From an optimization exercise on the open Yosys and OpenROAD flow, aimed at small area; shortcuts taken in it are not production practice. Function was checked by simulation only, so behaviour that the tests miss may differ from the original. No activity file was given, so power comes from the tool's default toggle rates.

### standard.sh
#!/bin/bash
# synth_recipe.tcl (not shown) runs the flow's synth.tcl, then flattens the netlist and writes it again
# the make line also repeats each setting of config.mk as NAME=value (left out here)
make -C /OpenROAD-flow-scripts/flow DESIGN_CONFIG=/design/flow/config.mk WORK_HOME=/design/flow/orfs CLKGATE_MAP_FILE= SYNTH_SCRIPT=/design/flow/synth_recipe.tcl "${@:-finish}"
### design.v
package reg_file_sb_pkg;
  localparam int   XLEN_DEF     = 32;
  localparam int   NREG_DEF     = 32;
  localparam int   ZERO_REG     = 0;
  localparam logic RESET_ACTIVE = 1'b1;
  typedef enum logic [1:0] {
    CNT_HOLD,
    CNT_INC,
    CNT_DEC
  } cntOpT;
  function automatic int addrWidth(input int n);
    addrWidth = (n <= 2) ? 1 : $clog2(n);
  endfunction
endpackage
module rf_dec
#(
  parameter int AW       = 5,
  parameter int N        = 32,
  parameter bit USE_EN   = 1'b1,
  parameter bit USE_ALL  = 1'b1,
  parameter bit USE_NONE = 1'b1,
  parameter bit USE_MASK = 1'b0,
  parameter bit INV      = 1'b0
)(
  input  logic          en,
  input  logic          all,
  input  logic          none,
  input  logic [AW-1:0] a,
  input  logic [N-1:0]  maskN,
  output logic [N-1:0]  y
);
  localparam int LW = (AW + 1) / 2;
  localparam int HW = AW - LW;
  logic [(1<<LW)-1:0] lo;
  logic [(1<<HW)-1:0] hi;
  logic               fAll;
  logic               fOn;
  assign fAll = USE_ALL && all;
  assign fOn  = (!USE_EN || en) && !(USE_NONE && none);
  always_comb begin
    for (int i = 0; i < (1<<LW); i++) lo[i] = fAll | (a[LW-1:0] == LW'(i));
    for (int i = 0; i < (1<<HW); i++) hi[i] = fAll | (fOn & (a[AW-1:LW] == HW'(i)));
  end
  assign y[0] = INV;
  for (genvar r = 1; r < N; r++) begin : gRow
    if (INV) begin : gInv
      rf_nand2 u (.a(hi[r >> LW]), .b(lo[r & ((1<<LW)-1)]), .y(y[r]));
    end else if (USE_MASK) begin : gMask
      rf_and3 u (.a(hi[r >> LW]), .b(lo[r & ((1<<LW)-1)]), .c(maskN[r]), .y(y[r]));
    end else begin : gPlain
      rf_and2 u (.a(hi[r >> LW]), .b(lo[r & ((1<<LW)-1)]), .y(y[r]));
    end
  end
endmodule
module rf_and2 (
  input  logic a,
  input  logic b,
  output logic y
);
  assign y = a & b;
endmodule
module rf_and3 (
  input  logic a,
  input  logic b,
  input  logic c,
  output logic y
);
  assign y = a & b & c;
endmodule
module rf_nand2 (
  input  logic a,
  input  logic b,
  output logic y
);
  assign y = ~(a & b);
endmodule
module rf_aoi3 (
  input  logic [2:0] d,
  input  logic [2:0] s,
  output logic       y
);
  assign y = ~|(d & s);
endmodule
module rf_nand4 (
  input  logic [3:0] a,
  output logic       y
);
  assign y = ~&a;
endmodule
module rf_or3 (
  input  logic [2:0] a,
  output logic       y
);
  assign y = |a;
endmodule
module rf_rdbit
#(
  parameter int N = 32
)(
  input  logic [N-1:0] d,
  input  logic [N-1:0] s,
  output logic         y
);
  logic [11:0] n;
  logic [2:0]  m;
  for (genvar g = 0; g < 10; g++) begin : gGrp
    rf_aoi3 u (.d(d[3*g +: 3]), .s(s[3*g +: 3]), .y(n[g]));
  end
  rf_nand2 u30 (.a(d[30]), .b(s[30]), .y(n[10]));
  rf_nand2 u31 (.a(d[31]), .b(s[31]), .y(n[11]));
  rf_nand4 c0 (.a(n[3:0]),  .y(m[0]));
  rf_nand4 c1 (.a(n[7:4]),  .y(m[1]));
  rf_nand4 c2 (.a(n[11:8]), .y(m[2]));
  rf_or3   c3 (.a(m),       .y(y));
endmodule
module reg_file_sb
#(
  parameter int XLEN     = reg_file_sb_pkg::XLEN_DEF,
  parameter int NREG     = reg_file_sb_pkg::NREG_DEF,
  parameter int NRD      = 2,
  parameter int PORT_REG = 31,
  parameter int PORT_W   = 16,
  localparam int AW      = reg_file_sb_pkg::addrWidth(NREG)
)(
  input  logic                clkIn,
  input  logic                resetIn,
  input  logic [NRD*AW-1:0]   rsIn,
  output logic [NRD*XLEN-1:0] DataOut,
  input  logic [AW-1:0]       rdIn,
  input  logic [XLEN-1:0]     DataIn,
  input  logic                WriteIn,
  input  logic                issueIn,
  input  logic [AW-1:0]       issueRdIn,
  output logic [NRD-1:0]      busyOut,
  output logic                stallOut,
  output logic [AW:0]         pendOut,
  output logic [PORT_W-1:0]   portOut
);
  logic            rst;
  logic            rstN;
  logic [NREG-1:0] wen;      
  logic [NREG-1:0] wrDecN;   
  logic [NREG-1:0] isDec;    
  logic [XLEN-1:0] wData;
  logic [XLEN-1:0] regs [1:NREG-1];
  logic [NREG-1:1] busyR;
  logic [NREG-1:0] busy;     
  logic [AW-1:0]   pendCount;
  logic            busyIs;   
  logic            busyWr;   
  logic            sameRow;
  logic            incPend;
  logic            decPend;
  assign rst = (resetIn == reg_file_sb_pkg::RESET_ACTIVE);
  rf_dec #(.AW(AW), .N(NREG), .USE_NONE(1'b0)) wrDecode (
    .en (WriteIn), .all (rst), .none (1'b0), .a (rdIn), .maskN ({NREG{1'b1}}), .y (wen)
  );
  rf_dec #(.AW(AW), .N(NREG), .USE_ALL(1'b0), .USE_NONE(1'b0),
           .INV(1'b1)) wrDecodeR (
    .en (WriteIn), .all (1'b0), .none (1'b0), .a (rdIn), .maskN ({NREG{1'b1}}), .y (wrDecN)
  );
  rf_dec #(.AW(AW), .N(NREG), .USE_ALL(1'b0)) isDecode (
    .en (issueIn), .all (1'b0), .none (rst), .a (issueRdIn), .maskN ({NREG{1'b1}}), .y (isDec)
  );
  assign rstN = ~rst;
  for (genvar b = 0; b < XLEN; b++) begin : gWData
    rf_and2 u (.a(DataIn[b]), .b(rstN), .y(wData[b]));
  end
  for (genvar r = 1; r < NREG; r++) begin : gRow
    always_ff @(posedge clkIn) begin
      if (wen[r]) regs[r] <= wData;
    end
  end
  for (genvar r = 1; r < NREG; r++) begin : gBusy
    always_ff @(posedge clkIn) begin
      busyR[r] <= isDec[r] | (busyR[r] & ~wen[r]);
    end
  end
  assign busy = {busyR, 1'b0};
  rf_rdbit #(.N(NREG)) busyIsRd (.d(busy), .s(isDec), .y(busyIs));
  rf_rdbit #(.N(NREG)) busyWrRd (.d(busy), .s(wen),   .y(busyWr));
  assign sameRow = issueIn && (issueRdIn == rdIn);
  assign incPend = |isDec && !busyIs;
  assign decPend = busyWr && !sameRow;
  always_ff @(posedge clkIn) begin
    if (rst)                      pendCount <= '0;
    else if (incPend && !decPend) pendCount <= pendCount + AW'(1);
    else if (decPend && !incPend) pendCount <= pendCount - AW'(1);
  end
  assign pendOut = {1'b0, pendCount};
  for (genvar p = 0; p < NRD; p++) begin : gRead
    logic [AW-1:0]   rs;
    logic            byp;
    logic [NREG-1:0] sel;
    assign rs  = rsIn[p*AW +: AW];
    assign byp = WriteIn && (rdIn == rs) && (rs != '0);
    rf_dec #(.AW(AW), .N(NREG), .USE_EN(1'b0), .USE_ALL(1'b0), .USE_NONE(1'b0),
             .USE_MASK(1'b1)) rdDecode (
      .en (1'b1), .all (1'b0), .none (1'b0), .a (rs), .maskN (wrDecN), .y (sel)
    );
    for (genvar b = 0; b < XLEN; b++) begin : gBit
      logic [NREG-1:0] col;
      assign col[0] = DataIn[b];
      for (genvar r = 1; r < NREG; r++) begin : gCol
        assign col[r] = regs[r][b];
      end
      rf_rdbit #(.N(NREG)) rd (
        .d (col), .s ({sel[NREG-1:1], byp}), .y (DataOut[p*XLEN + b])
      );
    end
    rf_rdbit #(.N(NREG)) rdBusy (.d(busy), .s(sel), .y(busyOut[p]));
  end
  assign stallOut = |busyOut;
  assign portOut = regs[PORT_REG][PORT_W-1:0];
endmodule
### constraint.sdc
create_clock -name core_clock -period 6.0 [get_ports {clkIn}]
set_input_delay 1.2000 -clock core_clock [delete_from_list [all_inputs] [get_ports {clkIn}]]
set_output_delay 1.2000 -clock core_clock [all_outputs]
set_load 0.01 [all_outputs]
### config.mk
export PLATFORM = sky130hd
export DESIGN_NAME = reg_file_sb
export DESIGN_NICKNAME = reg_file_sb
export VERILOG_FILES = /design/flow/design.v
export SDC_FILE = /design/flow/constraint.sdc
export NUM_CORES = 4
export LEC_CHECK = 0
export CAP_MARGIN = 20
export CORE_MARGIN = 2
export CORE_UTILIZATION = 50
export CTS_BUF_LIST = sky130_fd_sc_hd__clkbuf_8
export CTS_CLUSTER_DIAMETER = 80
export CTS_CLUSTER_SIZE = 16
export SETUP_SLACK_MARGIN = 0.1
export SLEW_MARGIN = 20
export SYNTH_HIERARCHICAL = 1
export SYNTH_MINIMUM_KEEP_SIZE = 0
export BUFFER_PORTS_ARGS = -buffer_cell sky130_fd_sc_hd__buf_1
### flow/run.sh
#!/bin/bash
# Own layout flow: the standard ORFS flow (standard.sh, unchanged
# synthesis) with one setting added to config.mk: port buffers use the
# small sky130_fd_sc_hd__buf_1 instead of the delay cell buffer_ports picks
# by default. Every port still gets a buffer, and the resizer may still
# upsize it. The make run's full output goes to flow_standard.log here.
set -euo pipefail
cat >> config.mk <<'MK'
export BUFFER_PORTS_ARGS = -buffer_cell sky130_fd_sc_hd__buf_1
MK
bash standard.sh finish > flow_standard.log 2>&1
==> results of run 1 <==
-- final cells by class --
class                      instances  area (sq um)  area share, %
inverter                          36           135          0.293
multi-input combinational       1446         11500           24.9
clock buffer                      78          1070           2.33
tap                             1080          1350           2.93
clock inverter                    21           106          0.231
timing repair buffer             253          1470           3.19
antenna                            3          7.51         0.0163
sequential                      1028         30500           66.1
-- per-stage QoR --
| stage | setup slack, ps | hold slack (ps) | cell area (sq um) |
|---|---|---|---|
| after floorplan | 1320 | 492 | 42200 |
| after global placement | 362 | 519 | 44800 |
| after detailed placement | 331 | 532 | 44900 |
| after CTS | 328 | 553 | 46100 |
| after global routing | 180 | 569 | 46100 |
| final | 226 | 556 | 46100 |
-- registers in the layout, indices dropped and copies added (netlist names) --
register   flops
busyR         31
regs         992
pendCount      5
-- layout by cell type, fill, tap and decap left out, drive strengths merged --
master	instances
dfxtp	36
nor3b	13
and3b	14
o21bai	8
diode	3
nand2	169
nor4b	1
a222oi	680
clkbuf	79
conb	9
or2	1
mux2	1
ha	4
and4b	2
fa	1
mux2i	1
nand3	3
nor2b	5
a31oi	1
and4bb	2
nand2b	3
a311o	1
buf	252
inv	53
clkinv	4
and3	67
nand4	207
nor4	10
or3	68
a211oi	1
o21ai	1
xnor2	8
edfxtp	992
nor2	13
a21o	34
a31o	2
nor3	8
and2	96
xor2	7
a21oi	5
-- power breakdown --
part | switching (W) | total [W] | leakage [nW] | internal [W]
Clock | 0.00223 | 0.00343 | 0.668 | 0.00120
Combinational | 0.00111 | 0.00148 | 4.86 | 0.000373
Sequential | 0.000351 | 0.00898 | 9.18 | 0.00863
-- routing by layer --
metal	vias up	routed length, microns	track usage, %
li1	12600	-	-
met1	16000	55000	47.4
met2	3089	71900	55.3
met3	499	24300	9.09
met4	0	11800	24.4
met5	-	0	0
-- how the worst min path moves through the flow --
stage,from,end,slack (ps),depth (start not counted)
finish,busyR[13],busyR[13],560,1
global route,busyR[14],busyR[14],570,1
CTS,busyR[27],busyR[27],550,1
detailed placement,busyR[27],busyR[27],530,1
global placement,busyR[27],busyR[27],520,1
floorplan,busyR[27],busyR[27],490,1
==> flow_summary.ini, run 1 <==
[detailed_routing]
wire_per_inst_microns = 41.3
drt_iter0_drc = 8242
drt-total-wl_microns = 163000
drt_pass1_iterations = 13
vias = 32200
vias_per_cell = 8.16
drc_errors = 0
postRouteAntennaNets = 0

[synth]
netlist_instances = 2529
syn_area_sq_mm = 0.0421
syn_area_per_cell_sq_um = 16.7
yosysWarnings = 12

[sta]
max_slew.worst_pin.slew_ps = 1290
tns_ps = 0
drv_slew = 0
min_period_over_period_pct = 96.2
skew_ps = 35.4
finalCriticalPeriod_ps = 5770
hold_viol = 0
setup_viol = 0
fmax_ghz = 0.173
maxSlewHeadroom_pct = 14.2
rsz0062_at_grt = no

[cells_and_area]
num-nets-final = 2901
fin_cells = 3945
area_growth_pct = 9.44
fill_cells = 6662
drive_gt1_share_pct = 10.4
fin_util_pct = 55.2

[place]
hpwl_microns = 94300
gp_congestion = 0.989
io_buffers = 143
dp.cells = 3842

[floorplan]
initial_core_util_pct = 50.4
rows = 106
die_x_microns = 294
io_pins = 145
dieArea_sq_mm = 0.0866
core_area_sq_mm = 0.0836
die_y_microns = 294

[worst_setup_path]
r2r_cells = 11
crit_type = primary input to primary output
crit_path_end_kind = primary output
required_ps = 4800
cp_data_arrival_time_ps = 4570
max_stage_delay_ps = 520
path_buf_inv = 4
critPathLaunch = rdIn[1]
path_max_fanout = 26
worst_path_max_delay_cell = or3_1
critPathLaunchType = primary input
reg2reg_slack_ps = 2710
worstSetupEndpoint = DataOut[1]
rr_startpoint = busyR[27]
cp_cell_sequence = buf_1 -> buf_4 -> and3b_2 -> nand2_1 -> and3_1 -> buf_4 -> a222oi_1 -> nand4_1 -> or3_1 -> buf_1
r2r-end = pendCount[4]
crit_family = simple AND/OR/NAND/NOR gates
cp.depth = 10

[grt]
grt_pass1_vias = 31700
grt_pass1_wl_microns = 224000
grt_usage_pct = 36.7
grt_max_degree = 34
antenna_found_initial = 3
grt_overflow = 0

[clock_tree]
cts_num_sinks = 1028
post-cts-setup-buffers = 0
h-tree-depth = 3
clockBufferDepth = 3
cts_buffers = 75
clkSlewWorstSetupHoldPaths_ps = 90
clock_latency_ps = 710
cts_tree = yes
cts_root_buf = clkbuf_8
cts_resized = 0
hold_buffers = 0

[min_path]
hold_path_class = flip-flop to flip-flop

[status]
status = complete, no violations

[job]
drv_cap = 0

[power_and_ir_drop]
p_per_area_mw_per_mm2 = 301
p_total_w = 0.0139
p_leak_nw = 14.7
ir_drop_mv = 0.198
==> run 2, diff against run 1 <==
--- a/design.v
+++ b/design.v
@@ -173,7 +173,7 @@
   end
   for (genvar r = 1; r < NREG; r++) begin : gBusy
     always_ff @(posedge clkIn) begin
-      busyR[r] <= isDec[r] | (busyR[r] & ~wen[r]);
+      busyR[r] <= isDec[r] | (busyR[r] & wrDecN[r] & rstN);
     end
   end
   assign busy = {busyR, 1'b0};
==> flow_summary.ini, run 2 <==
[status]
status = complete, no violations

[clock_tree]
cts_num_sinks = 1028
cts_root_buf = clkbuf_8
cts_buffers = 76
clock_latency_ps = 720
cts_tree = yes
h-tree-depth = 3
clockBufferDepth = 3
hold_buffers = 0
clkSlewWorstSetupHoldPaths_ps = 100

[sta]
fmax_ghz = 0.179
tns_ps = 0
finalCriticalPeriod_ps = 5600
skew_ps = 32.6
hold_viol = 0
timing.final.ws_setup_ps = 404
drv_slew = 0
setup_viol = 0
min_period_over_period_pct = 93.3
maxSlewHeadroom_pct = 24.5
max_slew.worst_pin.slew_ps = 1130
rsz0062_at_grt = no

[floorplan]
dieArea_sq_mm = 0.0865
io_pins = 145
initial_core_util_pct = 50.4
die_x_microns = 294
rows = 106
die_y_microns = 294
core_area_sq_mm = 0.0836

[synth]
yosysWarnings = 12
syn_area_sq_mm = 0.0421
syn_area_per_cell_sq_um = 16.8
netlist_instances = 2501

[worst_setup_path]
required_ps = 4800
critPathLaunchType = primary input
path_buf_inv = 3
path_max_fanout = 32
cpMostUsedCell = buf_1
cp_cell_sequence = buf_1 -> and3b_1 -> nand2_1 -> and3_2 -> buf_4 -> a222oi_1 -> nand4_1 -> or3_1 -> buf_1
max_stage_delay_ps = 530
crit_path_end_kind = primary output
cp_data_arrival_time_ps = 4400
crit_family = simple AND/OR/NAND/NOR gates
worst_path_max_delay_cell = a222oi_1
crit_type = primary input to primary output

[power_and_ir_drop]
p_per_area_mw_per_mm2 = 301
p_leak_nw = 14.7
p_total_w = 0.0141
ir_drop_mv = 0.176

[place]
io_buffers = 143
gp_congestion = 1.04
hpwl_microns = 101000
post-place-ws_ps = 263
placed_area_sq_mm = 0.0454

[detailed_routing]
vias = 32400
drt-total-wl_microns = 171000
drc_errors = 0
drt_iter0_drc = 7820
wl_met1_microns = 59500
wl_met2_microns = 74000
wire_per_inst_microns = 43.2
highest_layer = met5
drt_pass1_iterations = 14
postRouteAntennaNets = 0
vias_per_cell = 8.18
met3_length_microns = 26500

[cells_and_area]
top_register = regs
drive_gt1_share_pct = 13.1
area_growth_pct = 10.9
final_cell_area_sq_mm = 0.0467
layout_common_cells = edfxtp_1 (992), a222oi_1 (680), nand4_1 (207)
fill_cells = 6573
largest_register_ffs = 992
reg_top3 = regs (992), busyR (31), pendCount (5)
num-nets-final = 2917
final_common_cell = edfxtp_1

[grt]
grt_pass1_vias = 31100
grt_max_degree = 36
antenna_found_initial = 9
grt_pass1_wl_microns = 235000
grt_overflow = 0
grt_usage_pct = 38.8

[job]
drv_cap = 0

[min_path]
hold_path_class = flip-flop to flip-flop
## run 2: worst reg2reg max path: cells and delay by family (launching register included)
kind | cells | cell delay (ps)
flops | 1 | 370
fa+ha+maj | 2 | 580
compound gates | 4 | 1000
buf+inv | 1 | 110
mux | 1 | 340
simple gates | 3 | 970
## run 2: layout make-up
cell class                      instances  area [sq um]  area share (%)
Clock buffer                           77          1060            2.27
Antenna cell                            5          12.5          0.0268
Timing Repair Buffer                  299          2080            4.45
Inverter                                5          18.8          0.0402
Sequential cell                      1028         30500            65.3
Clock inverter                         24           159           0.340
Tap cell                             1080          1350            2.89
Multi-Input combinational cell       1446         11500            24.6
## run 2: routing by layer
layer / track usage, % / vias up
met5: 1.02 / -
met4: 22.4 / 2
met3: 9.95 / 477
met2: 57.3 / 3158
met1: 52.2 / 16100
li1: - / 12700
## run 2: repair_timing
item / 4_1_cts / 5_1_grt
gates resized for setup: 0 / 1
setup endpoints to repair: 0 / 11
buffers inserted: 0 / 0
## run 2: final timing paths
check	endpoint	slack, ps	depth (start not counted)	from
min	pendCount[2]	540	2	pendCount[2]
min reg2reg	pendCount[2]	540	2	pendCount[2]
max reg2reg	pendCount[4]	2560	11	busyR[6]
max	DataOut[50]	400	9	rdIn[3]
## run 2: stage by stage
step,hold WS (ps),instances,utilization (%)
floorplan,532,2505,-
global route,587,3961,55.9
global placement,521,3856,54.3
CTS,548,3957,55.8
finish,544,3964,55.9
detailed placement,521,3856,54.3
## run 2: report_power, final
part,switching [W],internal (W)
Sequential,0.000348,0.00863
Combinational,0.00119,0.000400
Clock,0.00229,0.00120
==> run 3, diff against run 2 <==
--- a/design.v
+++ b/design.v
@@ -20,14 +20,15 @@
   parameter bit USE_ALL  = 1'b1,
   parameter bit USE_NONE = 1'b1,
   parameter bit USE_MASK = 1'b0,
-  parameter bit INV      = 1'b0
+  parameter bit INV      = 1'b0,
+  parameter int NC       = 1
 )(
   input  logic          en,
   input  logic          all,
   input  logic          none,
   input  logic [AW-1:0] a,
   input  logic [N-1:0]  maskN,
-  output logic [N-1:0]  y
+  output logic [NC*N-1:0] y
 );
   localparam int LW = (AW + 1) / 2;
   localparam int HW = AW - LW;
@@ -41,14 +42,16 @@
     for (int i = 0; i < (1<<LW); i++) lo[i] = fAll | (a[LW-1:0] == LW'(i));
     for (int i = 0; i < (1<<HW); i++) hi[i] = fAll | (fOn & (a[AW-1:LW] == HW'(i)));
   end
-  assign y[0] = INV;
-  for (genvar r = 1; r < N; r++) begin : gRow
-    if (INV) begin : gInv
-      rf_nand2 u (.a(hi[r >> LW]), .b(lo[r & ((1<<LW)-1)]), .y(y[r]));
-    end else if (USE_MASK) begin : gMask
-      rf_and3 u (.a(hi[r >> LW]), .b(lo[r & ((1<<LW)-1)]), .c(maskN[r]), .y(y[r]));
-    end else begin : gPlain
-      rf_and2 u (.a(hi[r >> LW]), .b(lo[r & ((1<<LW)-1)]), .y(y[r]));
+  for (genvar c = 0; c < NC; c++) begin : gCopy
+    assign y[c*N] = INV;
+    for (genvar r = 1; r < N; r++) begin : gRow
+      if (INV) begin : gInv
+        rf_nand2 u (.a(hi[r >> LW]), .b(lo[r & ((1<<LW)-1)]), .y(y[c*N + r]));
+      end else if (USE_MASK) begin : gMask
+        rf_and3 u (.a(hi[r >> LW]), .b(lo[r & ((1<<LW)-1)]), .c(maskN[r]), .y(y[c*N + r]));
+      end else begin : gPlain
+        rf_and2 u (.a(hi[r >> LW]), .b(lo[r & ((1<<LW)-1)]), .y(y[c*N + r]));
+      end
     end
   end
 endmodule
@@ -138,7 +141,7 @@
 );
   logic            rst;
   logic            rstN;
-  logic [NREG-1:0] wen;      
+  logic [2*NREG-1:0] wen;    
   logic [NREG-1:0] wrDecN;   
   logic [NREG-1:0] isDec;    
   logic [XLEN-1:0] wData;
@@ -152,7 +155,7 @@
   logic            incPend;
   logic            decPend;
   assign rst = (resetIn == reg_file_sb_pkg::RESET_ACTIVE);
-  rf_dec #(.AW(AW), .N(NREG), .USE_NONE(1'b0)) wrDecode (
+  rf_dec #(.AW(AW), .N(NREG), .USE_NONE(1'b0), .NC(2)) wrDecode (
     .en (WriteIn), .all (rst), .none (1'b0), .a (rdIn), .maskN ({NREG{1'b1}}), .y (wen)
   );
   rf_dec #(.AW(AW), .N(NREG), .USE_ALL(1'b0), .USE_NONE(1'b0),
@@ -168,17 +171,20 @@
   end
   for (genvar r = 1; r < NREG; r++) begin : gRow
     always_ff @(posedge clkIn) begin
-      if (wen[r]) regs[r] <= wData;
+      if (wen[r]) regs[r][XLEN/2-1:0] <= wData[XLEN/2-1:0];
+    end
+    always_ff @(posedge clkIn) begin
+      if (wen[NREG + r]) regs[r][XLEN-1:XLEN/2] <= wData[XLEN-1:XLEN/2];
     end
   end
   for (genvar r = 1; r < NREG; r++) begin : gBusy
     always_ff @(posedge clkIn) begin
-      busyR[r] <= isDec[r] | (busyR[r] & wrDecN[r] & rstN);
+      busyR[r] <= isDec[r] | (busyR[r] & ~wen[r]);
     end
   end
   assign busy = {busyR, 1'b0};
   rf_rdbit #(.N(NREG)) busyIsRd (.d(busy), .s(isDec), .y(busyIs));
-  rf_rdbit #(.N(NREG)) busyWrRd (.d(busy), .s(wen),   .y(busyWr));
+  rf_rdbit #(.N(NREG)) busyWrRd (.d(busy), .s(wen[NREG-1:0]), .y(busyWr));
   assign sameRow = issueIn && (issueRdIn == rdIn);
   assign incPend = |isDec && !busyIs;
   assign decPend = busyWr && !sameRow;
@@ -191,11 +197,11 @@
   for (genvar p = 0; p < NRD; p++) begin : gRead
     logic [AW-1:0]   rs;
     logic            byp;
-    logic [NREG-1:0] sel;
+    logic [2*NREG-1:0] sel;   
     assign rs  = rsIn[p*AW +: AW];
     assign byp = WriteIn && (rdIn == rs) && (rs != '0);
     rf_dec #(.AW(AW), .N(NREG), .USE_EN(1'b0), .USE_ALL(1'b0), .USE_NONE(1'b0),
-             .USE_MASK(1'b1)) rdDecode (
+             .USE_MASK(1'b1), .NC(2)) rdDecode (
       .en (1'b1), .all (1'b0), .none (1'b0), .a (rs), .maskN (wrDecN), .y (sel)
     );
     for (genvar b = 0; b < XLEN; b++) begin : gBit
@@ -205,10 +211,11 @@
         assign col[r] = regs[r][b];
       end
       rf_rdbit #(.N(NREG)) rd (
-        .d (col), .s ({sel[NREG-1:1], byp}), .y (DataOut[p*XLEN + b])
+        .d (col), .s ({sel[(b / (XLEN/2))*NREG + 1 +: NREG-1], byp}),
+        .y (DataOut[p*XLEN + b])
       );
     end
-    rf_rdbit #(.N(NREG)) rdBusy (.d(busy), .s(sel), .y(busyOut[p]));
+    rf_rdbit #(.N(NREG)) rdBusy (.d(busy), .s(sel[NREG-1:0]), .y(busyOut[p]));
   end
   assign stallOut = |busyOut;
   assign portOut = regs[PORT_REG][PORT_W-1:0];
==> flow/run.sh (replaced) <==
#!/bin/bash
# Own layout flow: the standard ORFS flow (standard.sh, unchanged
# synthesis) with two settings added to config.mk:
#   - port buffers use the small sky130_fd_sc_hd__buf_1 instead of the
#     delay cell buffer_ports picks by default (every port still gets a
#     buffer, and the resizer may still upsize it);
#   - timing-driven global placement does not keep its trial resizer
#     changes (gain buffering of the wide decoder nets); the regular
#     repair_design step after placement still fixes every slew and
#     capacitance violation.
# The make run's full output goes to flow_standard.log here.
set -euo pipefail
cat >> config.mk <<'MK'
export BUFFER_PORTS_ARGS = -buffer_cell sky130_fd_sc_hd__buf_1
export GLOBAL_PLACEMENT_ARGS = -keep_resize_below_overflow 0
MK
bash standard.sh finish > flow_standard.log 2>&1
--- a/config.mk
+++ b/config.mk
@@ -16,3 +16,4 @@
 export SYNTH_HIERARCHICAL = 1
 export SYNTH_MINIMUM_KEEP_SIZE = 0
 export BUFFER_PORTS_ARGS = -buffer_cell sky130_fd_sc_hd__buf_1
+export GLOBAL_PLACEMENT_ARGS = -keep_resize_below_overflow 0
==> flow_summary.ini, run 3 <==
[status]
status = complete, no violations

[worst_setup_path]
critPathLaunchType = primary input
cp_data_arrival_time_ps = 4800
cp_cell_sequence = buf_2 -> nor3b_2 -> nand2_1 -> and3_1 -> a222oi_1 -> nand4_1 -> or3_1 -> buf_1
crit_type = primary input to primary output
worst_path_max_delay_cell = a222oi_1
crit_family = simple AND/OR/NAND/NOR gates
rr_startpoint = busyR[3]
required_ps = 4800
max_stage_delay_ps = 780
crit_path_end_kind = primary output
reg2reg_slack_ps = 2470
critPathLaunch = rdIn[0]
path_buf_inv = 2
r2r-end = pendCount[4]
r2r_cells = 11
path_max_fanout = 18

[cells_and_area]
largest_register_ffs = 992
fill_cells = 6952
top_register = regs
final_common_cell = edfxtp_1
area_growth_pct = 8.00
reg_top3 = regs (992), busyR (31), pendCount (5)
num-nets-final = 2896
fin_util_pct = 54.4
layout_common_cells = edfxtp_1 (992), a222oi_1 (680), nand4_1 (207)
drive_gt1_share_pct = 7.28
fin_cells = 4011

[power_and_ir_drop]
p_leak_nw = 14.7
ir_drop_mv = 0.224
p_total_w = 0.0139
p_per_area_mw_per_mm2 = 301

[sta]
rsz0062_at_grt = no
drv_slew = 0
setup_viol = 0
timing.final.ws_setup_ps = 4.18
fmax_ghz = 0.167
min_period_over_period_pct = 99.9
hold_viol = 0
finalCriticalPeriod_ps = 6000
skew_ps = 17.4
maxSlewHeadroom_pct = 17.5
max_slew.worst_pin.slew_ps = 1240

[place]
io_buffers = 143
post-place-ws_ps = -419
dp.cells = 3901
gp_congestion = 0.953
hpwl_microns = 104000

[detailed_routing]
drt_iter0_drc = 8591
drt_pass1_iterations = 12
drc_errors = 0
vias = 32600
vias_per_cell = 8.12
postRouteAntennaNets = 0
wire_per_inst_microns = 41.9
drt-total-wl_microns = 168000

[clock_tree]
clockBufferDepth = 3
post-cts-setup-buffers = 0
cts_tree = yes
h-tree-depth = 3
clkSlewWorstSetupHoldPaths_ps = 90
cts_buffers = 74
clock_latency_ps = 720
cts_root_buf = clkbuf_8
cts_num_sinks = 1028

[synth]
syn_area_per_cell_sq_um = 16.3
yosysWarnings = 12
syn_area_sq_mm = 0.0427
netlist_instances = 2622

[grt]
grt_max_degree = 32
grt_pass1_wl_microns = 232000
grt_pass1_vias = 31100
grt_overflow = 0
grt_usage_pct = 37.6
antenna_found_initial = 31

[job]
drv_cap = 0

[min_path]
min_from = busyR[9]
whs_path_depth = 1
hold_path_class = flip-flop to flip-flop
hold_path_end = busyR[9]

[floorplan]
die_y_microns = 296
io_pins = 145
dieArea_sq_mm = 0.0878
rows = 107
die_x_microns = 296
initial_core_util_pct = 50.3
core_area_sq_mm = 0.0849
==> run 3: per-layer routing <==
layer  share of wire, %  track usage, %
met2                 45            57.3
met1                 34            48.4
met3                 14            9.29
met4                7.3            23.9
met5               0.16           0.499
==> run 3: worst reg2reg max path, stage by stage, from the launching register on <==
cell and delay [ps]:
dfxtp_1 370, a222oi_1 400, nand4_1 200, or3_1 380, nor2_1 390, ha_1 330, inv_1 150, ha_1 370
a21oi_1 210, a211oi_1 100, a31oi_1 170, mux2_1 330
==> run 3: timing repair <==
action	in CTS	in global routing
setup endpoints to repair	18	59
hold buffers	0	0
resized for setup	2	7
pin swaps	0	3
==> run 3: report_power, final <==
group | internal, W | switching [W] | leakage [nW]
logic | 0.000365 | 0.00115 | 4.86
registers | 0.00863 | 0.000357 | 9.18
clock network | 0.00118 | 0.00223 | 0.658
==> run 3: layout make-up <==
class                           count  area, sq um  share of cell area [%]
Multi-Input combinational cell   1539        12100                    26.2
Timing Repair Buffer              156          785                    1.70
Clock buffer                       77         1060                    2.30
Inverter                           36          135                   0.293
Clock inverter                     22          109                   0.236
Sequential cell                  1028        30500                    66.1
Tap cell                         1144         1430                    3.10
Antenna cell                        9         22.5                  0.0488
==> run 3: through the flow <==
stage | hold slack (ps) | area (sq um) | TNS (ps)
3_5_place_dp | 526 | 44900 | -1140
2_1_floorplan | 492 | 42700 | 0
4_1_cts | 549 | 46000 | 0
5_1_grt | 566 | 46100 | 0
3_3_place_gp | 513 | 44500 | -57770
6_report | 552 | 46100 | 0
==> run 3: worst max path at each step <==
stage / endpoint / slack (ps) / depth (start not counted)
6_report: DataOut[10] / 4 / 8
5_1_grt: DataOut[10] / 80 / 8
4_1_cts: DataOut[42] / 100 / 8
3_5_place_dp: pendCount[4] / -420 / 15
3_3_place_gp: DataOut[43] / -1120 / 9
2_1_floorplan: stallOut / 1440 / 7

what the ideal ports hide:
The results above use ideal ports. As a check the final layouts listed here were re-extracted and re-timed, cells and wires unchanged. Step 1 sets driving cells, clkbuf_16 on the clock port and buf_2 on the other inputs (assumed; they add their load-dependent delay and slew). Step 2 adds t to the input delays and takes it off the output delays; t is the mean of the earliest and latest rising clock arrival at the registers after step 1. Input paths then give back, and output paths get back, about the clock's delay inside the block. Three values: ideal ports, drivers, drivers and shift; two values: the first two.
run	t (ns)	setup slack, ns	worst setup path at the end	slew at the worst register clock pin (ns)
run 1	0.753	0.226 / 0.197 / 0.197	input to output	0.11 / 0.11
run 2	0.780	0.404 / 0.372 / 0.372	input to output	0.11 / 0.11
run 3	0.783	0.004 / -0.110 / -0.459	input to register	0.11 / 0.11
Met with ideal ports but missed after step 2: setup timing in run 3. The setup slack of run 3, which loses most, moves by -0.114 ns with the drivers and by -0.463 ns with both steps.
